This is an optimization exercise on Yosys and OpenROAD, whose aim is small area, not a production implementation.
RTL that was checked went through simulation tests only; none was proved equivalent to the original.
The RTL of run 1 was laid out without a check of its function.

===== flow/constraint.sdc =====
create_clock -name core_clock -period 10.0 [get_ports {clock}]
set_input_delay 2.0000 -clock core_clock [delete_from_list [all_inputs] [get_ports {clock}]]
set_output_delay 2.0000 -clock core_clock [all_outputs]
set_load 0.01 [all_outputs]

===== flow/config.mk =====
export PLATFORM = sky130hd
export DESIGN_NAME = awgn_clt_gen
export DESIGN_NICKNAME = awgn_clt_gen
export VERILOG_FILES = /design/flow/design.v
export SDC_FILE = /design/flow/constraint.sdc
export NUM_CORES = 4
export LEC_CHECK = 0
export ABC_AREA = 1
export CAP_MARGIN = 20
export CORE_MARGIN = 2
export CORE_UTILIZATION = 40
export SLEW_MARGIN = 20

===== flow/design.v =====
module awgn_clt_gen (
    input  logic        clock,
    input  logic        rst_n,
    input  logic        init,
    input  logic        ce,
    input  logic [31:0] seed,
    input  logic        gain_we,
    input  logic [0:0]  gain_sel,
    input  logic [15:0] gain_val,
    output logic        x_en,
    output logic [31:0] awgn
);
    localparam logic [31:0] MIX0 = 32'h9E3779B9;
    localparam logic [31:0] MIX1 = 32'h3C6EF372;
    localparam logic [15:0] ACC0 = 16'hA000;   
    function automatic logic [31:0] xs(input logic [31:0] s_in);
        logic [31:0] s;
        s = s_in ^ (s_in << 13);
        s = s ^ (s >> 17);
        s = s ^ (s << 5);
        xs = s;
    endfunction
    function automatic logic [31:0] cseed(input logic [31:0] b, input logic [31:0] m);
        logic [31:0] s;
        s = b ^ m;
        cseed = (s == 32'h0) ? 32'h1 : s;
    endfunction
    logic [31:0] s0_r, s1_r;
    logic [15:0] acc0_r, acc1_r;
    logic [15:0] g0_r, g1_r;
    logic [3:0]  cnt_r;
    logic        v1_r, x_en_r;
    logic [31:0] awgn_r;
    logic [31:0] d0, d1;
    logic [15:0] ae0, ae1, sum0, sum1, gn0, gn1, ma, mb;
    logic [19:0] q;
    logic        povf, novf;
    logic [15:0] sat;
    logic        c0, last;
    assign c0   = (cnt_r == 4'd0);
    assign last = (cnt_r == 4'd11);
    assign d0   = xs(s0_r);
    assign d1   = xs(s1_r);
    assign ae0  = c0 ? ACC0 : acc0_r;
    assign ae1  = c0 ? ACC0 : acc1_r;
    assign sum0 = ae0 + {4'd0, d0[31:20]};
    assign sum1 = ae1 + {4'd0, d1[31:20]};
    assign gn0  = (gain_we && gain_sel == 1'b0) ? gain_val : g0_r;
    assign gn1  = (gain_we && gain_sel == 1'b1) ? gain_val : g1_r;
    assign ma   = v1_r ? acc1_r : sum0;
    assign mb   = (gain_we && gain_sel == 1'b0 && !v1_r) ? gain_val : (v1_r ? g1_r : g0_r);
    awgn_mul u_mul (.a(ma), .b(mb), .q(q));
    assign povf = !q[19] && (q[18:15] != 4'b0000);
    assign novf =  q[19] && ((q[18:15] != 4'b1111) || (q[14:0] == 15'd0));
    assign sat  = povf ? 16'h7FFF : novf ? 16'h8001 : q[15:0];
    always_ff @(posedge clock or negedge rst_n) begin
        if (!rst_n) begin
            s0_r   <= MIX0 ^ 32'h1;
            s1_r   <= MIX1 ^ 32'h1;
            cnt_r  <= 4'd0;
            v1_r   <= 1'b0;
            x_en_r <= 1'b0;
            g0_r   <= 16'h1000;
            g1_r   <= 16'h1000;
            awgn_r <= 32'h0;
        end else begin
            if (init) begin
                s0_r  <= cseed(seed, MIX0);
                s1_r  <= cseed(seed, MIX1);
                cnt_r <= 4'd0;
            end else if (ce) begin
                s0_r  <= d0;
                s1_r  <= d1;
                cnt_r <= last ? 4'd0 : cnt_r + 4'd1;
            end
            v1_r   <= ce && !init && last;
            x_en_r <= v1_r;
            g0_r   <= gn0;
            g1_r   <= gn1;
            if (v1_r) awgn_r <= {sat, acc0_r};
        end
    end
    always_ff @(posedge clock) begin
        if (ce) begin
            acc0_r <= last ? sat : sum0;
            acc1_r <= sum1;
        end
    end
    assign x_en = x_en_r;
    assign awgn = awgn_r;
endmodule
module awgn_mul (
    input  logic [15:0] a,
    input  logic [15:0] b,
    output logic [19:0] q
);
    logic bn0;
    logic bo0;
    logic bt0;
    logic x1;
    logic x2;
    logic x3;
    logic x4;
    logic x5;
    logic x6;
    logic x7;
    logic x8;
    logic x9;
    logic x10;
    logic x11;
    logic x12;
    logic x13;
    logic x14;
    logic x15;
    logic x16;
    logic x17;
    logic nn18;
    logic bn1;
    logic bo1;
    logic bt1;
    logic x19;
    logic x20;
    logic x21;
    logic x22;
    logic x23;
    logic x24;
    logic x25;
    logic x26;
    logic x27;
    logic x28;
    logic x29;
    logic x30;
    logic x31;
    logic x32;
    logic x33;
    logic x34;
    logic x35;
    logic nn36;
    logic bn2;
    logic bo2;
    logic bt2;
    logic x37;
    logic x38;
    logic x39;
    logic x40;
    logic x41;
    logic x42;
    logic x43;
    logic x44;
    logic x45;
    logic x46;
    logic x47;
    logic x48;
    logic x49;
    logic x50;
    logic x51;
    logic x52;
    logic x53;
    logic nn54;
    logic bn3;
    logic bo3;
    logic bt3;
    logic x55;
    logic x56;
    logic x57;
    logic x58;
    logic x59;
    logic x60;
    logic x61;
    logic x62;
    logic x63;
    logic x64;
    logic x65;
    logic x66;
    logic x67;
    logic x68;
    logic x69;
    logic x70;
    logic x71;
    logic nn72;
    logic bn4;
    logic bo4;
    logic bt4;
    logic x73;
    logic x74;
    logic x75;
    logic x76;
    logic x77;
    logic x78;
    logic x79;
    logic x80;
    logic x81;
    logic x82;
    logic x83;
    logic x84;
    logic x85;
    logic x86;
    logic x87;
    logic x88;
    logic x89;
    logic nn90;
    logic bn5;
    logic bo5;
    logic bt5;
    logic x91;
    logic x92;
    logic x93;
    logic x94;
    logic x95;
    logic x96;
    logic x97;
    logic x98;
    logic x99;
    logic x100;
    logic x101;
    logic x102;
    logic x103;
    logic x104;
    logic x105;
    logic x106;
    logic x107;
    logic nn108;
    logic bn6;
    logic bo6;
    logic bt6;
    logic x109;
    logic x110;
    logic x111;
    logic x112;
    logic x113;
    logic x114;
    logic x115;
    logic x116;
    logic x117;
    logic x118;
    logic x119;
    logic x120;
    logic x121;
    logic x122;
    logic x123;
    logic x124;
    logic x125;
    logic nn126;
    logic bn7;
    logic bo7;
    logic bt7;
    logic x127;
    logic x128;
    logic x129;
    logic x130;
    logic x131;
    logic x132;
    logic x133;
    logic x134;
    logic x135;
    logic x136;
    logic x137;
    logic x138;
    logic x139;
    logic x140;
    logic x141;
    logic x142;
    logic x143;
    logic nn144;
    logic s145;
    logic c146;
    logic s147;
    logic c148;
    logic s149;
    logic c150;
    logic s151;
    logic c152;
    logic s153;
    logic c154;
    logic s155;
    logic c156;
    logic s157;
    logic c158;
    logic s159;
    logic c160;
    logic s161;
    logic c162;
    logic s163;
    logic c164;
    logic s165;
    logic c166;
    logic s167;
    logic c168;
    logic s169;
    logic c170;
    logic s171;
    logic c172;
    logic s173;
    logic c174;
    logic s175;
    logic c176;
    logic s177;
    logic c178;
    logic s179;
    logic c180;
    logic s181;
    logic c182;
    logic s183;
    logic c184;
    logic s185;
    logic c186;
    logic s187;
    logic c188;
    logic s189;
    logic c190;
    logic s191;
    logic c192;
    logic s193;
    logic c194;
    logic s195;
    logic c196;
    logic s197;
    logic c198;
    logic s199;
    logic c200;
    logic s201;
    logic c202;
    logic s203;
    logic c204;
    logic s205;
    logic c206;
    logic s207;
    logic c208;
    logic s209;
    logic c210;
    logic s211;
    logic c212;
    logic s213;
    logic c214;
    logic s215;
    logic c216;
    logic s217;
    logic c218;
    logic s219;
    logic c220;
    logic s221;
    logic c222;
    logic s223;
    logic c224;
    logic s225;
    logic c226;
    logic s227;
    logic c228;
    logic s229;
    logic c230;
    logic s231;
    logic c232;
    logic s233;
    logic c234;
    logic s235;
    logic c236;
    logic s237;
    logic c238;
    logic s239;
    logic c240;
    logic s241;
    logic c242;
    logic s243;
    logic c244;
    logic s245;
    logic c246;
    logic s247;
    logic c248;
    logic s249;
    logic c250;
    logic s251;
    logic c252;
    logic s253;
    logic c254;
    logic s255;
    logic c256;
    logic s257;
    logic c258;
    logic s259;
    logic c260;
    logic s261;
    logic c262;
    logic s263;
    logic c264;
    logic s265;
    logic c266;
    logic s267;
    logic c268;
    logic s269;
    logic c270;
    logic s271;
    logic c272;
    logic s273;
    logic c274;
    logic s275;
    logic c276;
    logic s277;
    logic c278;
    logic s279;
    logic c280;
    logic s281;
    logic c282;
    logic s283;
    logic c284;
    logic s285;
    logic c286;
    logic s287;
    logic c288;
    logic s289;
    logic c290;
    logic s291;
    logic c292;
    logic s293;
    logic c294;
    logic s295;
    logic c296;
    logic s297;
    logic c298;
    logic s299;
    logic c300;
    logic s301;
    logic c302;
    logic s303;
    logic c304;
    logic s305;
    logic c306;
    logic s307;
    logic c308;
    logic s309;
    logic c310;
    logic s311;
    logic c312;
    logic s313;
    logic c314;
    logic s315;
    logic c316;
    logic s317;
    logic c318;
    logic s319;
    logic c320;
    logic s321;
    logic c322;
    logic s323;
    logic c324;
    logic s325;
    logic c326;
    logic s327;
    logic c328;
    logic s329;
    logic c330;
    logic s331;
    logic c332;
    logic s333;
    logic c334;
    logic s335;
    logic c336;
    logic s337;
    logic c338;
    logic s339;
    logic c340;
    logic s341;
    logic c342;
    logic s343;
    logic c344;
    logic s345;
    logic c346;
    logic s347;
    logic c348;
    logic s349;
    logic c350;
    logic s351;
    logic c352;
    logic s353;
    logic c354;
    logic s355;
    logic c356;
    logic s357;
    logic c358;
    logic s359;
    logic c360;
    logic s361;
    logic c362;
    logic s363;
    logic c364;
    logic s365;
    logic c366;
    logic s367;
    logic c368;
    logic s369;
    logic c370;
    logic s371;
    logic c372;
    logic s373;
    logic c374;
    logic s375;
    logic c376;
    logic s377;
    logic c378;
    logic s379;
    logic c380;
    logic s381;
    logic c382;
    logic s383;
    logic c384;
    logic s385;
    logic c386;
    logic s387;
    logic c388;
    logic s389;
    logic c390;
    logic s391;
    logic c392;
    logic s393;
    logic c394;
    logic s395;
    logic c396;
    logic s397;
    logic c398;
    logic s399;
    logic c400;
    logic s401;
    logic c402;
    logic s403;
    logic c404;
    logic s405;
    logic c406;
    logic s407;
    logic c408;
    logic s409;
    logic c410;
    logic s411;
    logic c412;
    logic s413;
    logic c414;
    logic s415;
    logic c416;
    logic s417;
    logic c418;
    logic s419;
    logic c420;
    logic s421;
    logic c422;
    logic [11:0] hs423;
    assign bn0 = a[1];
    assign bo0 = a[0] ^ 1'b0;
    assign bt0 = (a[1] & ~a[0] & ~1'b0) | (~a[1] & a[0] & 1'b0);
    assign x1 = ((bo0 & b[0])) ^ bn0;
    assign x2 = ((bo0 & b[1]) | (bt0 & b[0])) ^ bn0;
    assign x3 = ((bo0 & b[2]) | (bt0 & b[1])) ^ bn0;
    assign x4 = ((bo0 & b[3]) | (bt0 & b[2])) ^ bn0;
    assign x5 = ((bo0 & b[4]) | (bt0 & b[3])) ^ bn0;
    assign x6 = ((bo0 & b[5]) | (bt0 & b[4])) ^ bn0;
    assign x7 = ((bo0 & b[6]) | (bt0 & b[5])) ^ bn0;
    assign x8 = ((bo0 & b[7]) | (bt0 & b[6])) ^ bn0;
    assign x9 = ((bo0 & b[8]) | (bt0 & b[7])) ^ bn0;
    assign x10 = ((bo0 & b[9]) | (bt0 & b[8])) ^ bn0;
    assign x11 = ((bo0 & b[10]) | (bt0 & b[9])) ^ bn0;
    assign x12 = ((bo0 & b[11]) | (bt0 & b[10])) ^ bn0;
    assign x13 = ((bo0 & b[12]) | (bt0 & b[11])) ^ bn0;
    assign x14 = ((bo0 & b[13]) | (bt0 & b[12])) ^ bn0;
    assign x15 = ((bo0 & b[14]) | (bt0 & b[13])) ^ bn0;
    assign x16 = ((bo0 & b[15]) | (bt0 & b[14])) ^ bn0;
    assign x17 = ((bt0 & b[15])) ^ bn0;
    assign nn18 = ~bn0;
    assign bn1 = a[3];
    assign bo1 = a[2] ^ a[1];
    assign bt1 = (a[3] & ~a[2] & ~a[1]) | (~a[3] & a[2] & a[1]);
    assign x19 = ((bo1 & b[0])) ^ bn1;
    assign x20 = ((bo1 & b[1]) | (bt1 & b[0])) ^ bn1;
    assign x21 = ((bo1 & b[2]) | (bt1 & b[1])) ^ bn1;
    assign x22 = ((bo1 & b[3]) | (bt1 & b[2])) ^ bn1;
    assign x23 = ((bo1 & b[4]) | (bt1 & b[3])) ^ bn1;
    assign x24 = ((bo1 & b[5]) | (bt1 & b[4])) ^ bn1;
    assign x25 = ((bo1 & b[6]) | (bt1 & b[5])) ^ bn1;
    assign x26 = ((bo1 & b[7]) | (bt1 & b[6])) ^ bn1;
    assign x27 = ((bo1 & b[8]) | (bt1 & b[7])) ^ bn1;
    assign x28 = ((bo1 & b[9]) | (bt1 & b[8])) ^ bn1;
    assign x29 = ((bo1 & b[10]) | (bt1 & b[9])) ^ bn1;
    assign x30 = ((bo1 & b[11]) | (bt1 & b[10])) ^ bn1;
    assign x31 = ((bo1 & b[12]) | (bt1 & b[11])) ^ bn1;
    assign x32 = ((bo1 & b[13]) | (bt1 & b[12])) ^ bn1;
    assign x33 = ((bo1 & b[14]) | (bt1 & b[13])) ^ bn1;
    assign x34 = ((bo1 & b[15]) | (bt1 & b[14])) ^ bn1;
    assign x35 = ((bt1 & b[15])) ^ bn1;
    assign nn36 = ~bn1;
    assign bn2 = a[5];
    assign bo2 = a[4] ^ a[3];
    assign bt2 = (a[5] & ~a[4] & ~a[3]) | (~a[5] & a[4] & a[3]);
    assign x37 = ((bo2 & b[0])) ^ bn2;
    assign x38 = ((bo2 & b[1]) | (bt2 & b[0])) ^ bn2;
    assign x39 = ((bo2 & b[2]) | (bt2 & b[1])) ^ bn2;
    assign x40 = ((bo2 & b[3]) | (bt2 & b[2])) ^ bn2;
    assign x41 = ((bo2 & b[4]) | (bt2 & b[3])) ^ bn2;
    assign x42 = ((bo2 & b[5]) | (bt2 & b[4])) ^ bn2;
    assign x43 = ((bo2 & b[6]) | (bt2 & b[5])) ^ bn2;
    assign x44 = ((bo2 & b[7]) | (bt2 & b[6])) ^ bn2;
    assign x45 = ((bo2 & b[8]) | (bt2 & b[7])) ^ bn2;
    assign x46 = ((bo2 & b[9]) | (bt2 & b[8])) ^ bn2;
    assign x47 = ((bo2 & b[10]) | (bt2 & b[9])) ^ bn2;
    assign x48 = ((bo2 & b[11]) | (bt2 & b[10])) ^ bn2;
    assign x49 = ((bo2 & b[12]) | (bt2 & b[11])) ^ bn2;
    assign x50 = ((bo2 & b[13]) | (bt2 & b[12])) ^ bn2;
    assign x51 = ((bo2 & b[14]) | (bt2 & b[13])) ^ bn2;
    assign x52 = ((bo2 & b[15]) | (bt2 & b[14])) ^ bn2;
    assign x53 = ((bt2 & b[15])) ^ bn2;
    assign nn54 = ~bn2;
    assign bn3 = a[7];
    assign bo3 = a[6] ^ a[5];
    assign bt3 = (a[7] & ~a[6] & ~a[5]) | (~a[7] & a[6] & a[5]);
    assign x55 = ((bo3 & b[0])) ^ bn3;
    assign x56 = ((bo3 & b[1]) | (bt3 & b[0])) ^ bn3;
    assign x57 = ((bo3 & b[2]) | (bt3 & b[1])) ^ bn3;
    assign x58 = ((bo3 & b[3]) | (bt3 & b[2])) ^ bn3;
    assign x59 = ((bo3 & b[4]) | (bt3 & b[3])) ^ bn3;
    assign x60 = ((bo3 & b[5]) | (bt3 & b[4])) ^ bn3;
    assign x61 = ((bo3 & b[6]) | (bt3 & b[5])) ^ bn3;
    assign x62 = ((bo3 & b[7]) | (bt3 & b[6])) ^ bn3;
    assign x63 = ((bo3 & b[8]) | (bt3 & b[7])) ^ bn3;
    assign x64 = ((bo3 & b[9]) | (bt3 & b[8])) ^ bn3;
    assign x65 = ((bo3 & b[10]) | (bt3 & b[9])) ^ bn3;
    assign x66 = ((bo3 & b[11]) | (bt3 & b[10])) ^ bn3;
    assign x67 = ((bo3 & b[12]) | (bt3 & b[11])) ^ bn3;
    assign x68 = ((bo3 & b[13]) | (bt3 & b[12])) ^ bn3;
    assign x69 = ((bo3 & b[14]) | (bt3 & b[13])) ^ bn3;
    assign x70 = ((bo3 & b[15]) | (bt3 & b[14])) ^ bn3;
    assign x71 = ((bt3 & b[15])) ^ bn3;
    assign nn72 = ~bn3;
    assign bn4 = a[9];
    assign bo4 = a[8] ^ a[7];
    assign bt4 = (a[9] & ~a[8] & ~a[7]) | (~a[9] & a[8] & a[7]);
    assign x73 = ((bo4 & b[0])) ^ bn4;
    assign x74 = ((bo4 & b[1]) | (bt4 & b[0])) ^ bn4;
    assign x75 = ((bo4 & b[2]) | (bt4 & b[1])) ^ bn4;
    assign x76 = ((bo4 & b[3]) | (bt4 & b[2])) ^ bn4;
    assign x77 = ((bo4 & b[4]) | (bt4 & b[3])) ^ bn4;
    assign x78 = ((bo4 & b[5]) | (bt4 & b[4])) ^ bn4;
    assign x79 = ((bo4 & b[6]) | (bt4 & b[5])) ^ bn4;
    assign x80 = ((bo4 & b[7]) | (bt4 & b[6])) ^ bn4;
    assign x81 = ((bo4 & b[8]) | (bt4 & b[7])) ^ bn4;
    assign x82 = ((bo4 & b[9]) | (bt4 & b[8])) ^ bn4;
    assign x83 = ((bo4 & b[10]) | (bt4 & b[9])) ^ bn4;
    assign x84 = ((bo4 & b[11]) | (bt4 & b[10])) ^ bn4;
    assign x85 = ((bo4 & b[12]) | (bt4 & b[11])) ^ bn4;
    assign x86 = ((bo4 & b[13]) | (bt4 & b[12])) ^ bn4;
    assign x87 = ((bo4 & b[14]) | (bt4 & b[13])) ^ bn4;
    assign x88 = ((bo4 & b[15]) | (bt4 & b[14])) ^ bn4;
    assign x89 = ((bt4 & b[15])) ^ bn4;
    assign nn90 = ~bn4;
    assign bn5 = a[11];
    assign bo5 = a[10] ^ a[9];
    assign bt5 = (a[11] & ~a[10] & ~a[9]) | (~a[11] & a[10] & a[9]);
    assign x91 = ((bo5 & b[0])) ^ bn5;
    assign x92 = ((bo5 & b[1]) | (bt5 & b[0])) ^ bn5;
    assign x93 = ((bo5 & b[2]) | (bt5 & b[1])) ^ bn5;
    assign x94 = ((bo5 & b[3]) | (bt5 & b[2])) ^ bn5;
    assign x95 = ((bo5 & b[4]) | (bt5 & b[3])) ^ bn5;
    assign x96 = ((bo5 & b[5]) | (bt5 & b[4])) ^ bn5;
    assign x97 = ((bo5 & b[6]) | (bt5 & b[5])) ^ bn5;
    assign x98 = ((bo5 & b[7]) | (bt5 & b[6])) ^ bn5;
    assign x99 = ((bo5 & b[8]) | (bt5 & b[7])) ^ bn5;
    assign x100 = ((bo5 & b[9]) | (bt5 & b[8])) ^ bn5;
    assign x101 = ((bo5 & b[10]) | (bt5 & b[9])) ^ bn5;
    assign x102 = ((bo5 & b[11]) | (bt5 & b[10])) ^ bn5;
    assign x103 = ((bo5 & b[12]) | (bt5 & b[11])) ^ bn5;
    assign x104 = ((bo5 & b[13]) | (bt5 & b[12])) ^ bn5;
    assign x105 = ((bo5 & b[14]) | (bt5 & b[13])) ^ bn5;
    assign x106 = ((bo5 & b[15]) | (bt5 & b[14])) ^ bn5;
    assign x107 = ((bt5 & b[15])) ^ bn5;
    assign nn108 = ~bn5;
    assign bn6 = a[13];
    assign bo6 = a[12] ^ a[11];
    assign bt6 = (a[13] & ~a[12] & ~a[11]) | (~a[13] & a[12] & a[11]);
    assign x109 = ((bo6 & b[0])) ^ bn6;
    assign x110 = ((bo6 & b[1]) | (bt6 & b[0])) ^ bn6;
    assign x111 = ((bo6 & b[2]) | (bt6 & b[1])) ^ bn6;
    assign x112 = ((bo6 & b[3]) | (bt6 & b[2])) ^ bn6;
    assign x113 = ((bo6 & b[4]) | (bt6 & b[3])) ^ bn6;
    assign x114 = ((bo6 & b[5]) | (bt6 & b[4])) ^ bn6;
    assign x115 = ((bo6 & b[6]) | (bt6 & b[5])) ^ bn6;
    assign x116 = ((bo6 & b[7]) | (bt6 & b[6])) ^ bn6;
    assign x117 = ((bo6 & b[8]) | (bt6 & b[7])) ^ bn6;
    assign x118 = ((bo6 & b[9]) | (bt6 & b[8])) ^ bn6;
    assign x119 = ((bo6 & b[10]) | (bt6 & b[9])) ^ bn6;
    assign x120 = ((bo6 & b[11]) | (bt6 & b[10])) ^ bn6;
    assign x121 = ((bo6 & b[12]) | (bt6 & b[11])) ^ bn6;
    assign x122 = ((bo6 & b[13]) | (bt6 & b[12])) ^ bn6;
    assign x123 = ((bo6 & b[14]) | (bt6 & b[13])) ^ bn6;
    assign x124 = ((bo6 & b[15]) | (bt6 & b[14])) ^ bn6;
    assign x125 = ((bt6 & b[15])) ^ bn6;
    assign nn126 = ~bn6;
    assign bn7 = a[15];
    assign bo7 = a[14] ^ a[13];
    assign bt7 = (a[15] & ~a[14] & ~a[13]) | (~a[15] & a[14] & a[13]);
    assign x127 = ((bo7 & b[0])) ^ bn7;
    assign x128 = ((bo7 & b[1]) | (bt7 & b[0])) ^ bn7;
    assign x129 = ((bo7 & b[2]) | (bt7 & b[1])) ^ bn7;
    assign x130 = ((bo7 & b[3]) | (bt7 & b[2])) ^ bn7;
    assign x131 = ((bo7 & b[4]) | (bt7 & b[3])) ^ bn7;
    assign x132 = ((bo7 & b[5]) | (bt7 & b[4])) ^ bn7;
    assign x133 = ((bo7 & b[6]) | (bt7 & b[5])) ^ bn7;
    assign x134 = ((bo7 & b[7]) | (bt7 & b[6])) ^ bn7;
    assign x135 = ((bo7 & b[8]) | (bt7 & b[7])) ^ bn7;
    assign x136 = ((bo7 & b[9]) | (bt7 & b[8])) ^ bn7;
    assign x137 = ((bo7 & b[10]) | (bt7 & b[9])) ^ bn7;
    assign x138 = ((bo7 & b[11]) | (bt7 & b[10])) ^ bn7;
    assign x139 = ((bo7 & b[12]) | (bt7 & b[11])) ^ bn7;
    assign x140 = ((bo7 & b[13]) | (bt7 & b[12])) ^ bn7;
    assign x141 = ((bo7 & b[14]) | (bt7 & b[13])) ^ bn7;
    assign x142 = ((bo7 & b[15]) | (bt7 & b[14])) ^ bn7;
    assign x143 = ((bt7 & b[15])) ^ bn7;
    assign nn144 = ~bn7;
    assign s145 = x11 ^ x27;
    assign c146 = x11 & x27;
    assign s147 = x12 ^ x28;
    assign c148 = x12 & x28;
    assign s149 = x13 ^ x29 ^ x45;
    assign c150 = (x13 & x29) | (x13 & x45) | (x29 & x45);
    assign s151 = x61 ^ x77;
    assign c152 = x61 & x77;
    assign s153 = x14 ^ x30 ^ x46;
    assign c154 = (x14 & x30) | (x14 & x46) | (x30 & x46);
    assign s155 = x62 ^ x78;
    assign c156 = x62 & x78;
    assign s157 = x15 ^ x31 ^ x47;
    assign c158 = (x15 & x31) | (x15 & x47) | (x31 & x47);
    assign s159 = x63 ^ x79 ^ x95;
    assign c160 = (x63 & x79) | (x63 & x95) | (x79 & x95);
    assign s161 = x111 ^ x127;
    assign c162 = x111 & x127;
    assign s163 = x16 ^ x32 ^ x48;
    assign c164 = (x16 & x32) | (x16 & x48) | (x32 & x48);
    assign s165 = x64 ^ x80 ^ x96;
    assign c166 = (x64 & x80) | (x64 & x96) | (x80 & x96);
    assign s167 = x112 ^ x128;
    assign c168 = x112 & x128;
    assign s169 = x17 ^ x33 ^ x49;
    assign c170 = (x17 & x33) | (x17 & x49) | (x33 & x49);
    assign s171 = x65 ^ x81 ^ x97;
    assign c172 = (x65 & x81) | (x65 & x97) | (x81 & x97);
    assign s173 = x113 ^ x129;
    assign c174 = x113 & x129;
    assign s175 = nn18 ^ x34 ^ x50;
    assign c176 = (nn18 & x34) | (nn18 & x50) | (x34 & x50);
    assign s177 = x66 ^ x82 ^ x98;
    assign c178 = (x66 & x82) | (x66 & x98) | (x82 & x98);
    assign s179 = x114 ^ x130 ^ 1'b1;
    assign c180 = (x114 & x130) | (x114 & 1'b1) | (x130 & 1'b1);
    assign s181 = x35 ^ x51 ^ x67;
    assign c182 = (x35 & x51) | (x35 & x67) | (x51 & x67);
    assign s183 = x83 ^ x99 ^ x115;
    assign c184 = (x83 & x99) | (x83 & x115) | (x99 & x115);
    assign s185 = x131 ^ 1'b1;
    assign c186 = x131 & 1'b1;
    assign s187 = nn36 ^ x52 ^ x68;
    assign c188 = (nn36 & x52) | (nn36 & x68) | (x52 & x68);
    assign s189 = x84 ^ x100 ^ x116;
    assign c190 = (x84 & x100) | (x84 & x116) | (x100 & x116);
    assign s191 = x53 ^ x69 ^ x85;
    assign c192 = (x53 & x69) | (x53 & x85) | (x69 & x85);
    assign s193 = x101 ^ x117;
    assign c194 = x101 & x117;
    assign s195 = nn54 ^ x70 ^ x86;
    assign c196 = (nn54 & x70) | (nn54 & x86) | (x70 & x86);
    assign s197 = x71 ^ x87;
    assign c198 = x71 & x87;
    assign s199 = x7 ^ x23;
    assign c200 = x7 & x23;
    assign s201 = x8 ^ x24;
    assign c202 = x8 & x24;
    assign s203 = x9 ^ x25 ^ x41;
    assign c204 = (x9 & x25) | (x9 & x41) | (x25 & x41);
    assign s205 = x57 ^ x73;
    assign c206 = x57 & x73;
    assign s207 = x10 ^ x26 ^ x42;
    assign c208 = (x10 & x26) | (x10 & x42) | (x26 & x42);
    assign s209 = x58 ^ x74;
    assign c210 = x58 & x74;
    assign s211 = x43 ^ x59 ^ x75;
    assign c212 = (x43 & x59) | (x43 & x75) | (x59 & x75);
    assign s213 = x91 ^ bn5 ^ s145;
    assign c214 = (x91 & bn5) | (x91 & s145) | (bn5 & s145);
    assign s215 = x44 ^ x60 ^ x76;
    assign c216 = (x44 & x60) | (x44 & x76) | (x60 & x76);
    assign s217 = x92 ^ c146 ^ s147;
    assign c218 = (x92 & c146) | (x92 & s147) | (c146 & s147);
    assign s219 = x93 ^ x109 ^ bn6;
    assign c220 = (x93 & x109) | (x93 & bn6) | (x109 & bn6);
    assign s221 = c148 ^ s149 ^ s151;
    assign c222 = (c148 & s149) | (c148 & s151) | (s149 & s151);
    assign s223 = x94 ^ x110 ^ c150;
    assign c224 = (x94 & x110) | (x94 & c150) | (x110 & c150);
    assign s225 = c152 ^ s153 ^ s155;
    assign c226 = (c152 & s153) | (c152 & s155) | (s153 & s155);
    assign s227 = bn7 ^ c154 ^ c156;
    assign c228 = (bn7 & c154) | (bn7 & c156) | (c154 & c156);
    assign s229 = s157 ^ s159 ^ s161;
    assign c230 = (s157 & s159) | (s157 & s161) | (s159 & s161);
    assign s231 = c158 ^ c160 ^ c162;
    assign c232 = (c158 & c160) | (c158 & c162) | (c160 & c162);
    assign s233 = s163 ^ s165 ^ s167;
    assign c234 = (s163 & s165) | (s163 & s167) | (s165 & s167);
    assign s235 = c164 ^ c166 ^ c168;
    assign c236 = (c164 & c166) | (c164 & c168) | (c166 & c168);
    assign s237 = s169 ^ s171 ^ s173;
    assign c238 = (s169 & s171) | (s169 & s173) | (s171 & s173);
    assign s239 = c170 ^ c172 ^ c174;
    assign c240 = (c170 & c172) | (c170 & c174) | (c172 & c174);
    assign s241 = s175 ^ s177 ^ s179;
    assign c242 = (s175 & s177) | (s175 & s179) | (s177 & s179);
    assign s243 = c176 ^ c178 ^ c180;
    assign c244 = (c176 & c178) | (c176 & c180) | (c178 & c180);
    assign s245 = s181 ^ s183 ^ s185;
    assign c246 = (s181 & s183) | (s181 & s185) | (s183 & s185);
    assign s247 = x132 ^ c182 ^ c184;
    assign c248 = (x132 & c182) | (x132 & c184) | (c182 & c184);
    assign s249 = c186 ^ s187 ^ s189;
    assign c250 = (c186 & s187) | (c186 & s189) | (s187 & s189);
    assign s251 = x133 ^ 1'b1 ^ c188;
    assign c252 = (x133 & 1'b1) | (x133 & c188) | (1'b1 & c188);
    assign s253 = c190 ^ s191 ^ s193;
    assign c254 = (c190 & s191) | (c190 & s193) | (s191 & s193);
    assign s255 = x102 ^ x118 ^ x134;
    assign c256 = (x102 & x118) | (x102 & x134) | (x118 & x134);
    assign s257 = c192 ^ c194 ^ s195;
    assign c258 = (c192 & c194) | (c192 & s195) | (c194 & s195);
    assign s259 = x103 ^ x119 ^ x135;
    assign c260 = (x103 & x119) | (x103 & x135) | (x119 & x135);
    assign s261 = 1'b1 ^ c196 ^ s197;
    assign c262 = (1'b1 & c196) | (1'b1 & s197) | (c196 & s197);
    assign s263 = nn72 ^ x88 ^ x104;
    assign c264 = (nn72 & x88) | (nn72 & x104) | (x88 & x104);
    assign s265 = x120 ^ x136 ^ c198;
    assign c266 = (x120 & x136) | (x120 & c198) | (x136 & c198);
    assign s267 = x89 ^ x105 ^ x121;
    assign c268 = (x89 & x105) | (x89 & x121) | (x105 & x121);
    assign s269 = x137 ^ 1'b1;
    assign c270 = x137 & 1'b1;
    assign s271 = nn90 ^ x106 ^ x122;
    assign c272 = (nn90 & x106) | (nn90 & x122) | (x106 & x122);
    assign s273 = x107 ^ x123;
    assign c274 = x107 & x123;
    assign s275 = x5 ^ x21;
    assign c276 = x5 & x21;
    assign s277 = x6 ^ x22;
    assign c278 = x6 & x22;
    assign s279 = x39 ^ x55 ^ bn3;
    assign c280 = (x39 & x55) | (x39 & bn3) | (x55 & bn3);
    assign s281 = x40 ^ x56 ^ c200;
    assign c282 = (x40 & x56) | (x40 & c200) | (x56 & c200);
    assign s283 = bn4 ^ c202 ^ s203;
    assign c284 = (bn4 & c202) | (bn4 & s203) | (c202 & s203);
    assign s285 = c204 ^ c206 ^ s207;
    assign c286 = (c204 & c206) | (c204 & s207) | (c206 & s207);
    assign s287 = c208 ^ c210 ^ s211;
    assign c288 = (c208 & c210) | (c208 & s211) | (c210 & s211);
    assign s289 = c212 ^ c214 ^ s215;
    assign c290 = (c212 & c214) | (c212 & s215) | (c214 & s215);
    assign s291 = c216 ^ c218 ^ s219;
    assign c292 = (c216 & c218) | (c216 & s219) | (c218 & s219);
    assign s293 = c220 ^ c222 ^ s223;
    assign c294 = (c220 & c222) | (c220 & s223) | (c222 & s223);
    assign s295 = c224 ^ c226 ^ s227;
    assign c296 = (c224 & c226) | (c224 & s227) | (c226 & s227);
    assign s297 = c228 ^ c230 ^ s231;
    assign c298 = (c228 & c230) | (c228 & s231) | (c230 & s231);
    assign s299 = c232 ^ c234 ^ s235;
    assign c300 = (c232 & c234) | (c232 & s235) | (c234 & s235);
    assign s301 = c236 ^ c238 ^ s239;
    assign c302 = (c236 & c238) | (c236 & s239) | (c238 & s239);
    assign s303 = c240 ^ c242 ^ s243;
    assign c304 = (c240 & c242) | (c240 & s243) | (c242 & s243);
    assign s305 = c244 ^ c246 ^ s247;
    assign c306 = (c244 & c246) | (c244 & s247) | (c246 & s247);
    assign s307 = c248 ^ c250 ^ s251;
    assign c308 = (c248 & c250) | (c248 & s251) | (c250 & s251);
    assign s309 = c252 ^ c254 ^ s255;
    assign c310 = (c252 & c254) | (c252 & s255) | (c254 & s255);
    assign s311 = c256 ^ c258 ^ s259;
    assign c312 = (c256 & c258) | (c256 & s259) | (c258 & s259);
    assign s313 = c260 ^ c262 ^ s263;
    assign c314 = (c260 & c262) | (c260 & s263) | (c262 & s263);
    assign s315 = c264 ^ c266 ^ s267;
    assign c316 = (c264 & c266) | (c264 & s267) | (c266 & s267);
    assign s317 = x138 ^ c268 ^ c270;
    assign c318 = (x138 & c268) | (x138 & c270) | (c268 & c270);
    assign s319 = x139 ^ 1'b1 ^ c272;
    assign c320 = (x139 & 1'b1) | (x139 & c272) | (1'b1 & c272);
    assign s321 = nn108 ^ x124 ^ x140;
    assign c322 = (nn108 & x124) | (nn108 & x140) | (x124 & x140);
    assign s323 = x125 ^ x141;
    assign c324 = x125 & x141;
    assign s325 = x3 ^ x19;
    assign c326 = x3 & x19;
    assign s327 = x4 ^ x20;
    assign c328 = x4 & x20;
    assign s329 = x37 ^ bn2 ^ s275;
    assign c330 = (x37 & bn2) | (x37 & s275) | (bn2 & s275);
    assign s331 = x38 ^ c276 ^ s277;
    assign c332 = (x38 & c276) | (x38 & s277) | (c276 & s277);
    assign s333 = s199 ^ c278 ^ s279;
    assign c334 = (s199 & c278) | (s199 & s279) | (c278 & s279);
    assign s335 = s201 ^ c280 ^ s281;
    assign c336 = (s201 & c280) | (s201 & s281) | (c280 & s281);
    assign s337 = s205 ^ c282 ^ s283;
    assign c338 = (s205 & c282) | (s205 & s283) | (c282 & s283);
    assign s339 = s209 ^ c284 ^ s285;
    assign c340 = (s209 & c284) | (s209 & s285) | (c284 & s285);
    assign s341 = s213 ^ c286 ^ s287;
    assign c342 = (s213 & c286) | (s213 & s287) | (c286 & s287);
    assign s343 = s217 ^ c288 ^ s289;
    assign c344 = (s217 & c288) | (s217 & s289) | (c288 & s289);
    assign s345 = s221 ^ c290 ^ s291;
    assign c346 = (s221 & c290) | (s221 & s291) | (c290 & s291);
    assign s347 = s225 ^ c292 ^ s293;
    assign c348 = (s225 & c292) | (s225 & s293) | (c292 & s293);
    assign s349 = s229 ^ c294 ^ s295;
    assign c350 = (s229 & c294) | (s229 & s295) | (c294 & s295);
    assign s351 = s233 ^ c296 ^ s297;
    assign c352 = (s233 & c296) | (s233 & s297) | (c296 & s297);
    assign s353 = s237 ^ c298 ^ s299;
    assign c354 = (s237 & c298) | (s237 & s299) | (c298 & s299);
    assign s355 = s241 ^ c300 ^ s301;
    assign c356 = (s241 & c300) | (s241 & s301) | (c300 & s301);
    assign s357 = s245 ^ c302 ^ s303;
    assign c358 = (s245 & c302) | (s245 & s303) | (c302 & s303);
    assign s359 = s249 ^ c304 ^ s305;
    assign c360 = (s249 & c304) | (s249 & s305) | (c304 & s305);
    assign s361 = s253 ^ c306 ^ s307;
    assign c362 = (s253 & c306) | (s253 & s307) | (c306 & s307);
    assign s363 = s257 ^ c308 ^ s309;
    assign c364 = (s257 & c308) | (s257 & s309) | (c308 & s309);
    assign s365 = s261 ^ c310 ^ s311;
    assign c366 = (s261 & c310) | (s261 & s311) | (c310 & s311);
    assign s367 = s265 ^ c312 ^ s313;
    assign c368 = (s265 & c312) | (s265 & s313) | (c312 & s313);
    assign s369 = s269 ^ c314 ^ s315;
    assign c370 = (s269 & c314) | (s269 & s315) | (c314 & s315);
    assign s371 = s271 ^ c316 ^ s317;
    assign c372 = (s271 & c316) | (s271 & s317) | (c316 & s317);
    assign s373 = s273 ^ c318 ^ s319;
    assign c374 = (s273 & c318) | (s273 & s319) | (c318 & s319);
    assign s375 = c274 ^ c320 ^ s321;
    assign c376 = (c274 & c320) | (c274 & s321) | (c320 & s321);
    assign s377 = 1'b1 ^ c322 ^ s323;
    assign c378 = (1'b1 & c322) | (1'b1 & s323) | (c322 & s323);
    assign s379 = nn126 ^ x142 ^ c324;
    assign c380 = (nn126 & x142) | (nn126 & c324) | (x142 & c324);
    assign s381 = x143 ^ 1'b1;
    assign c382 = x143 & 1'b1;
    assign s383 = x1 ^ bn0;
    assign c384 = x1 & bn0;
    assign s385 = x2 ^ c384;
    assign c386 = x2 & c384;
    assign s387 = bn1 ^ s325 ^ c386;
    assign c388 = (bn1 & s325) | (bn1 & c386) | (s325 & c386);
    assign s389 = c326 ^ s327 ^ c388;
    assign c390 = (c326 & s327) | (c326 & c388) | (s327 & c388);
    assign s391 = c328 ^ s329 ^ c390;
    assign c392 = (c328 & s329) | (c328 & c390) | (s329 & c390);
    assign s393 = c330 ^ s331 ^ c392;
    assign c394 = (c330 & s331) | (c330 & c392) | (s331 & c392);
    assign s395 = c332 ^ s333 ^ c394;
    assign c396 = (c332 & s333) | (c332 & c394) | (s333 & c394);
    assign s397 = c334 ^ s335 ^ c396;
    assign c398 = (c334 & s335) | (c334 & c396) | (s335 & c396);
    assign s399 = c336 ^ s337 ^ c398;
    assign c400 = (c336 & s337) | (c336 & c398) | (s337 & c398);
    assign s401 = c338 ^ s339 ^ c400;
    assign c402 = (c338 & s339) | (c338 & c400) | (s339 & c400);
    assign s403 = c340 ^ s341 ^ c402;
    assign c404 = (c340 & s341) | (c340 & c402) | (s341 & c402);
    assign s405 = c342 ^ s343 ^ c404;
    assign c406 = (c342 & s343) | (c342 & c404) | (s343 & c404);
    assign s407 = c344 ^ s345 ^ c406;
    assign c408 = (c344 & s345) | (c344 & c406) | (s345 & c406);
    assign s409 = c346 ^ s347 ^ c408;
    assign c410 = (c346 & s347) | (c346 & c408) | (s347 & c408);
    assign s411 = c348 ^ s349 ^ c410;
    assign c412 = (c348 & s349) | (c348 & c410) | (s349 & c410);
    assign s413 = c350 ^ s351 ^ c412;
    assign c414 = (c350 & s351) | (c350 & c412) | (s351 & c412);
    assign s415 = c352 ^ s353 ^ c414;
    assign c416 = (c352 & s353) | (c352 & c414) | (s353 & c414);
    assign s417 = c354 ^ s355 ^ c416;
    assign c418 = (c354 & s355) | (c354 & c416) | (s355 & c416);
    assign s419 = c356 ^ s357 ^ c418;
    assign c420 = (c356 & s357) | (c356 & c418) | (s357 & c418);
    assign s421 = c358 ^ s359 ^ c420;
    assign c422 = (c358 & s359) | (c358 & c420) | (s359 & c420);
    assign hs423 = {nn144, c380, c378, c376, c374, c372, c370, c368, c366, c364, c362, c360} + {c382, s381, s379, s377, s375, s373, s371, s369, s367, s365, s363, s361} + 12'(c422);
    assign q = {hs423[11], hs423[10], hs423[9], hs423[8], hs423[7], hs423[6], hs423[5], hs423[4], hs423[3], hs423[2], hs423[1], hs423[0], s421, s419, s417, s415, s413, s411, s409, s407};
endmodule

===== flow/run.sh =====
#!/bin/bash
# synth_recipe.tcl (not shown) runs the flow's synth.tcl, then flattens the netlist and writes it again
# the make line also repeats each setting of config.mk as NAME=value (left out here)
make -C /OpenROAD-flow-scripts/flow DESIGN_CONFIG=/design/flow/config.mk WORK_HOME=/design/flow/orfs CLKGATE_MAP_FILE= SYNTH_SCRIPT=/design/flow/synth_recipe.tcl finish

==> impl_metrics.yaml, run 1 <==
routing:
  via_per_inst: 5.19
  drt_first_pass_iters: 5
  routedWlPerCell_um: 17.9
  antenna_left: 0
  drt_iter0_markers: 1072
  drt-total-wl_um: 54300
  post-route-drc-count: 0
  via_count: 15700
worst_setup_path:
  path_depth: 51
  worstSetupEndpointType: "flop"
  r2r_cells: 51
  startpoint_type: "flop"
  cp_max_fo: 8
  critPathMaxStageDelay_ns: 0.59
  critical-path-slowest-cell: "dfstp_2"
  cp.required_ns: 10.22
  path_class: "reg2reg"
  cp_common_cell: "fa_2"
  crit_buf_inv: 8
  path_delay_family: "adder cells"
  cp.arrival_ns: 10.07
layout:
  diodes: 0
  area_growth_pct: 27.6
  final_common_cell: "nand2_1"
  final_area_um2: 21300
  fillers: 3960
  layout_common_cells: "nand2_1 (447), inv_1 (310), buf_4 (267)"
  drive_above_1_share_pct: 23.4
  nNetsFinal: 2703
synthesis:
  yosysTopAreaCell: "dfrtp_1"
  synth_cell_types: 55
  yosysTopAreaCellShare_pct: 13.9
  synthArstFlopShare_pct: 80.7
  synth_area_leaders: "dfrtp_1 (14%), fa_1 (12%), nand2_1 (11%)"
  seq_area_frac_synth_pct: 26.1
  synth_flop_cell: "dfrtp_1"
  syn-cell-area_um2: 16700
  syn-mean-instance-area_um2: 7.58
  synth-seq-cells: 166
  syn_nets: 2417
  yosysWarnings: 1
  postSynthCellCount: 2203
  synth-edff-count: 32
placement:
  place_area_um2: 19700
  pre_cts_ws_ns: -0.927
  post-dp-hpwl_um: 42000
  place_congestion: 0.961
  port_buffers: 86
cts:
  cts.hold.buffers_added: 0
  clk_path_buf_depth: 2
  clk_latency_ns: 0.47
  clock_sinks: 166
  root_buffer: "clkbuf_16"
  clk_pin_slew_ns: 0.07
  cts_inserted_buffers: 17
  htree_levels: 4
  cts_tree: "built"
sta:
  max_slew.worst_pin.slew_ns: 0.947
  maxSlewHeadroom_pct: 36.7
  maxSlewViolCount: 0
  setup_slack_ns: 0.152
  rsz0062_at_grt: "yes"
  clock.fmax_mhz: 102
  setup_viol: 0
  finClkSkew_ns: 0.0213
  min_period_ns: 9.85
  hold_violations: 0
  min_period_over_period_pct: 98.5
floorplan:
  core.rowCount: 74
  core_um2: 41000
  die_x_um: 208
  ios: 87
  die-area_um2: 43400
  initial_core_util_pct: 40.7
  die_h_um: 208
global_route:
  grt_pass1_vias: 16000
  grt_use_total_pct: 25.6
  grt_start_max_net_pins: 70
  grt_antenna_before_repair: 0
  grt.overflow.total: 0
  grt_pass1_wl_um: 87100
hold_path:
  holdCritPathClass: "reg2reg"
  whs_path_depth: 2
run_status:
  status: "finished clean"
flow_run:
  max-cap-violations: 0
-- cell usage after synthesis, types with 47 or more instances --
library cell / count
inv_1: 327
xor2_1: 182
dfrtp_1: 93
nand2_1: 489
ha_1: 60
a21oi_1: 97
clkbuf_1: 48
o21ai_0: 130
nor2_1: 142
fa_1: 100
o22ai_1: 74
xnor2_1: 47
nand3_1: 89
-- state kept, by name (all words and copies together) (netlist names), 4 cells and up --
register  cells
awgn_r       32
acc0_r       16
s1_r         32
cnt_r         4
acc1_r       16
g1_r         16
s0_r         32
g0_r         16
-- cell families (layout without fill, tap and decap cells) --
kind of cell / after synthesis / in the layout / synth area share, %
flops: 166 / 166 / 26.1
xor+xnor: 230 / 230 / 12.1
simple gates: 814 / 820 / 21.0
buf+inv: 439 / 732 / 10.5
compound gates: 394 / 394 / 13.8
fa+ha+maj: 160 / 160 / 16.5
-- path summary, 6_finish.rpt --
path	endpoint	start	slack (ns)
setup reg to reg	acc0_r[4]	s0_r[20]	0.15
setup / recovery	acc0_r[4]	s0_r[20]	0.15
hold / removal	awgn_r[15]	awgn_r[15]	0.47
max in group asynchronous	awgn_r[13]	rst_n	7.05
min in group asynchronous	s1_r[3]	rst_n	1.54
hold reg to reg	awgn_r[15]	awgn_r[15]	0.47
-- per-layer routing --
layer,share of wire [%],up-vias,wire length (um),track usage (%)
li1,-,7575,-,-
met1,44,7625,23700,33.6
met4,2.6,0,1430,8.01
met2,48,462,26100,43.4
met3,5.8,80,3170,3.77
met5,0,-,0,0
-- timing repair --
item | CTS | global route
pin swaps | 32 | 39
resized for setup | 87 | 99
setup buffers | 18 | 7
gates cloned | 6 | 0
endpoints found under the setup margin | 30 | 32
-- cell type report --
type                       count  area (um^2)  area share, %
sequential                   166         4370           20.5
inverter                     340         1290           6.05
multi-input combinational   1604        11400           53.7
clock buffer                  19          443           2.08
tap                          532          666           3.12
clock inverter                13          146          0.687
timing repair buffer         360         2950           13.9
-- through the flow --
step	setup TNS [ns]	utilization (%)	cells	hold WS, ns
4_1_cts	0	50.8	3028	0.478
6_report	0	51.9	3034	0.474
3_3_place_gp	-21.24	48.0	2972	0.455
2_1_floorplan	0	-	2203	0.349
5_1_grt	-5.42	51.9	3034	0.499
3_5_place_dp	-26.22	48.0	2972	0.463
-- worst min-delay path, stage by stage, from the launching register on --
cell and delay [ns]:
dfrtp_1 0.34, nand2_1 0.06, nand2_1 0.05
==> run 2: changes to the inputs <==
--- a/flow/design.v
+++ b/flow/design.v
@@ -525,21 +525,5 @@
     logic s405;
     logic c406;
-    logic s407;
-    logic c408;
-    logic s409;
-    logic c410;
-    logic s411;
-    logic c412;
-    logic s413;
-    logic c414;
-    logic s415;
-    logic c416;
-    logic s417;
-    logic c418;
-    logic s419;
-    logic c420;
-    logic s421;
-    logic c422;
-    logic [11:0] hs423;
+    logic [19:0] hs407;
     assign bn0 = a[1];
     assign bo0 = a[0] ^ 1'b0;
@@ -972,21 +956,5 @@
     assign s405 = c342 ^ s343 ^ c404;
     assign c406 = (c342 & s343) | (c342 & c404) | (s343 & c404);
-    assign s407 = c344 ^ s345 ^ c406;
-    assign c408 = (c344 & s345) | (c344 & c406) | (s345 & c406);
-    assign s409 = c346 ^ s347 ^ c408;
-    assign c410 = (c346 & s347) | (c346 & c408) | (s347 & c408);
-    assign s411 = c348 ^ s349 ^ c410;
-    assign c412 = (c348 & s349) | (c348 & c410) | (s349 & c410);
-    assign s413 = c350 ^ s351 ^ c412;
-    assign c414 = (c350 & s351) | (c350 & c412) | (s351 & c412);
-    assign s415 = c352 ^ s353 ^ c414;
-    assign c416 = (c352 & s353) | (c352 & c414) | (s353 & c414);
-    assign s417 = c354 ^ s355 ^ c416;
-    assign c418 = (c354 & s355) | (c354 & c416) | (s355 & c416);
-    assign s419 = c356 ^ s357 ^ c418;
-    assign c420 = (c356 & s357) | (c356 & c418) | (s357 & c418);
-    assign s421 = c358 ^ s359 ^ c420;
-    assign c422 = (c358 & s359) | (c358 & c420) | (s359 & c420);
-    assign hs423 = {nn144, c380, c378, c376, c374, c372, c370, c368, c366, c364, c362, c360} + {c382, s381, s379, s377, s375, s373, s371, s369, s367, s365, s363, s361} + 12'(c422);
-    assign q = {hs423[11], hs423[10], hs423[9], hs423[8], hs423[7], hs423[6], hs423[5], hs423[4], hs423[3], hs423[2], hs423[1], hs423[0], s421, s419, s417, s415, s413, s411, s409, s407};
+    assign hs407 = {nn144, c380, c378, c376, c374, c372, c370, c368, c366, c364, c362, c360, c358, c356, c354, c352, c350, c348, c346, c344} + {c382, s381, s379, s377, s375, s373, s371, s369, s367, s365, s363, s361, s359, s357, s355, s353, s351, s349, s347, s345} + 20'(c406);
+    assign q = {hs407[19], hs407[18], hs407[17], hs407[16], hs407[15], hs407[14], hs407[13], hs407[12], hs407[11], hs407[10], hs407[9], hs407[8], hs407[7], hs407[6], hs407[5], hs407[4], hs407[3], hs407[2], hs407[1], hs407[0]};
 endmodule
--- a/flow/config.mk
+++ b/flow/config.mk
@@ -6,5 +6,4 @@
 export NUM_CORES = 4
 export LEC_CHECK = 0
-export ABC_AREA = 1
 export CAP_MARGIN = 20
 export CORE_MARGIN = 2
==> impl_metrics.yaml, run 2 <==
sta:
  maxSlewHeadroom_pct: 39.9
  max_slew.worst_pin.slew_ns: 0.901
  finClkSkew_ns: 0.0146
  hold_violations: 0
  rsz0062_at_grt: "no"
  min_period_ns: 9.66
  setup_viol: 0
  holdWs_ns: 0.508
  maxSlewViolCount: 0
  min_period_over_period_pct: 96.6
  setup_slack_ns: 0.339
  clock.fmax_mhz: 104
worst_setup_path:
  path_class: "reg2reg"
  worstSetupEndpointType: "flop"
  critical-path-slowest-cell: "or4b_1"
  cp.arrival_ns: 9.83
  cp.required_ns: 10.16
  critPathMaxStageDelay_ns: 0.52
  cp_max_fo: 17
  startpoint_type: "flop"
synthesis:
  syn_nets: 2275
  seq_area_frac_synth_pct: 24.3
  yosysTopAreaCellShare_pct: 12.9
  syn-mean-instance-area_um2: 8.73
  syn-cell-area_um2: 18000
  yosysWarnings: 1
  synth_cell_types: 98
  synthArstFlopShare_pct: 80.7
  yosysTopAreaCell: "dfrtp_1"
  synth-seq-cells: 166
  synth-edff-count: 32
  synth_area_leaders: "dfrtp_1 (13%), fa_1 (10%), dfstp_2 (6.0%)"
  postSynthCellCount: 2061
  synth.most_common_cell: "a21oi_1"
  synth_flop_cell: "dfrtp_1"
  ys_top_cells_by_count: "a21oi_1 (194), inv_1 (179), o21ai_0 (156), nand2_1 (136), xnor2_1 (122)"
routing:
  drt_first_pass_iters: 7
  drt_iter0_markers: 1536
  routedWlPerCell_um: 22.5
  via_per_inst: 6.02
  antenna_left: 0
  drt-total-wl_um: 62600
  via_count: 16800
  post-route-drc-count: 0
cts:
  cts_tree: "built"
  clk_path_buf_depth: 2
  cts.hold.buffers_added: 0
  cts_inserted_buffers: 17
  clock_sinks: 166
  clk_pin_slew_ns: 0.06
  clk_latency_ns: 0.45
  htree_levels: 4
  root_buffer: "clkbuf_16"
placement:
  port_buffers: 86
  dp_cells: 2750
  pre_cts_ws_ns: -0.0268
  post-dp-hpwl_um: 48600
  place_congestion: 0.964
floorplan:
  die-area_um2: 46700
  die_h_um: 216
  die_x_um: 216
  core.rowCount: 77
  initial_core_util_pct: 40.6
  core_um2: 44300
  ios: 87
global_route:
  grt_antenna_before_repair: 0
  grt_use_total_pct: 26.9
  grt_pass1_vias: 16600
  grt_pass1_wl_um: 98000
  grt.overflow.total: 0
  grt_start_max_net_pins: 91
layout:
  diodes: 0
  layout_common_cells: "a21oi_1 (193), inv_1 (179), o21ai_0 (154)"
  drive_above_1_share_pct: 16.6
  final_cells: 2783
  final_common_cell: "a21oi_1"
  area_growth_pct: 16.4
  nNetsFinal: 2392
  fin_util_pct: 47.3
  reg_top3: "awgn_r (32), s0_r (32), s1_r (32)"
run_status:
  status: "finished clean"
flow_run:
  max-cap-violations: 0
hold_path:
  holdCritPathClass: "reg2reg"
[run 2: changes by cell type after synthesis, moves of 26 or more]
cell      previous run  this run
nand2_1            489       136
inv_1              327       179
xor2_1             182        67
a21oi_1             97       194
xnor2_1             47       122
mux2_2               0        71
nand3_1             89        19
o221ai_1             4        72
clkbuf_1            48       112
mux2i_1              0        57
nor2_1             142        91
a221oi_1             0        41
and2_1               2        30
o21ai_0            130       156
[run 2: per-stage QoR]
step | TNS, ns | area (um^2)
finish | 0 | 20900
global route | 0 | 20900
CTS | 0 | 20800
detailed placement | -0.0860 | 20300
global placement | 0 | 20300
floorplan | 0 | 18000
[run 2: area by class of cell]
| type | count | area [um^2] |
|---|---|---|
| timing repair buffer | 241 | 2080 |
| sequential | 166 | 4370 |
| fill | 4329 | 23400 |
| tap | 592 | 741 |
| clock inverter | 13 | 119 |
| clock buffer | 19 | 443 |
| multi-input combinational | 1567 | 12500 |
| inverter | 185 | 697 |
[run 2: cells by family after synthesis]
group / after synthesis / share of synthesized area (%)
adders and majority gates: 173 / 15.7
and+or+nand+nor: 376 / 10.1
buffers and inverters: 328 / 7.09
DFF: 166 / 24.3
AOI/OAI and AO/OA: 700 / 25.9
muxes: 128 / 7.61
xor gates and xnor gates: 190 / 9.35
[run 2: path summary, 6_finish.rpt]
check / from / endpoint / slack (ns) / cells past startpoint
worst min-delay path: awgn_r[11] / awgn_r[11] / 0.51 / 1
worst max register to register: cnt_r[0] / acc0_r[7] / 0.34 / 35
min in group asynchronous: rst_n / cnt_r[1] / 1.55 / 1
worst max-delay path: cnt_r[0] / acc0_r[7] / 0.34 / 35
worst min register to register: awgn_r[11] / awgn_r[11] / 0.51 / 1
max in group asynchronous: rst_n / g1_r[15] / 7.12 / 2
[run 2: critical path, delay by kind of cell, from the launching register on]
| family | cells | cell delay [ns] |
|---|---|---|
| adder cells (fa/ha/maj) | 7 | 2.71 |
| buffers and inverters | 8 | 0.95 |
| AO/OA/AOI/OAI | 10 | 2.32 |
| XOR/XNOR | 2 | 0.47 |
| flip-flops | 1 | 0.37 |
| AND/OR/NAND/NOR | 7 | 2.11 |
| multiplexers | 1 | 0.41 |
[run 2: repair_timing]
action	in CTS	in global routing
gates resized for setup	0	25
endpoints found under the setup margin	0	30
buffers inserted	0	1
[run 2: metal layers]
layer  GRT usage, %  part of all wire [%]
met1           35.1                    41
met2           44.0                    47
met3           4.31                   7.7
met4           11.6                   4.4
met5              0                     0

[re-timing with driven ports]
The flow's constraints put no driver on any port. The routed layouts listed below were extracted and timed again, unchanged, in two steps. Step 1 assumes that a clkbuf_16 drives the clock port and a buf_2 every other input. Step 2 also shifts input and output timing later by t, the mid clock arrival at the registers, as if the neighbouring blocks saw the same clock. Slacks: ideal / step 1 / step 2; pairs: ideal / step 1.
| run | t, ns | slack for setup (ns) | hold WS [ns] | worst setup path after step 2 | slew at the worst register clock pin (ns) |
|---|---|---|---|---|---|
| run 1 | 0.514 | 0.152 / 0.152 / -0.339 | 0.474 / 0.474 / 0.474 | input to register | 0.07 / 0.07 |
| run 2 | 0.497 | 0.339 / 0.339 / 0.069 | 0.508 / 0.508 / 0.508 | input to register | 0.07 / 0.07 |
With both steps, setup timing fails in run 1, where it was met with ideal ports. The setup slack of run 1, which loses most, moves by 0.000 ns with the drivers and by -0.491 ns with both steps.
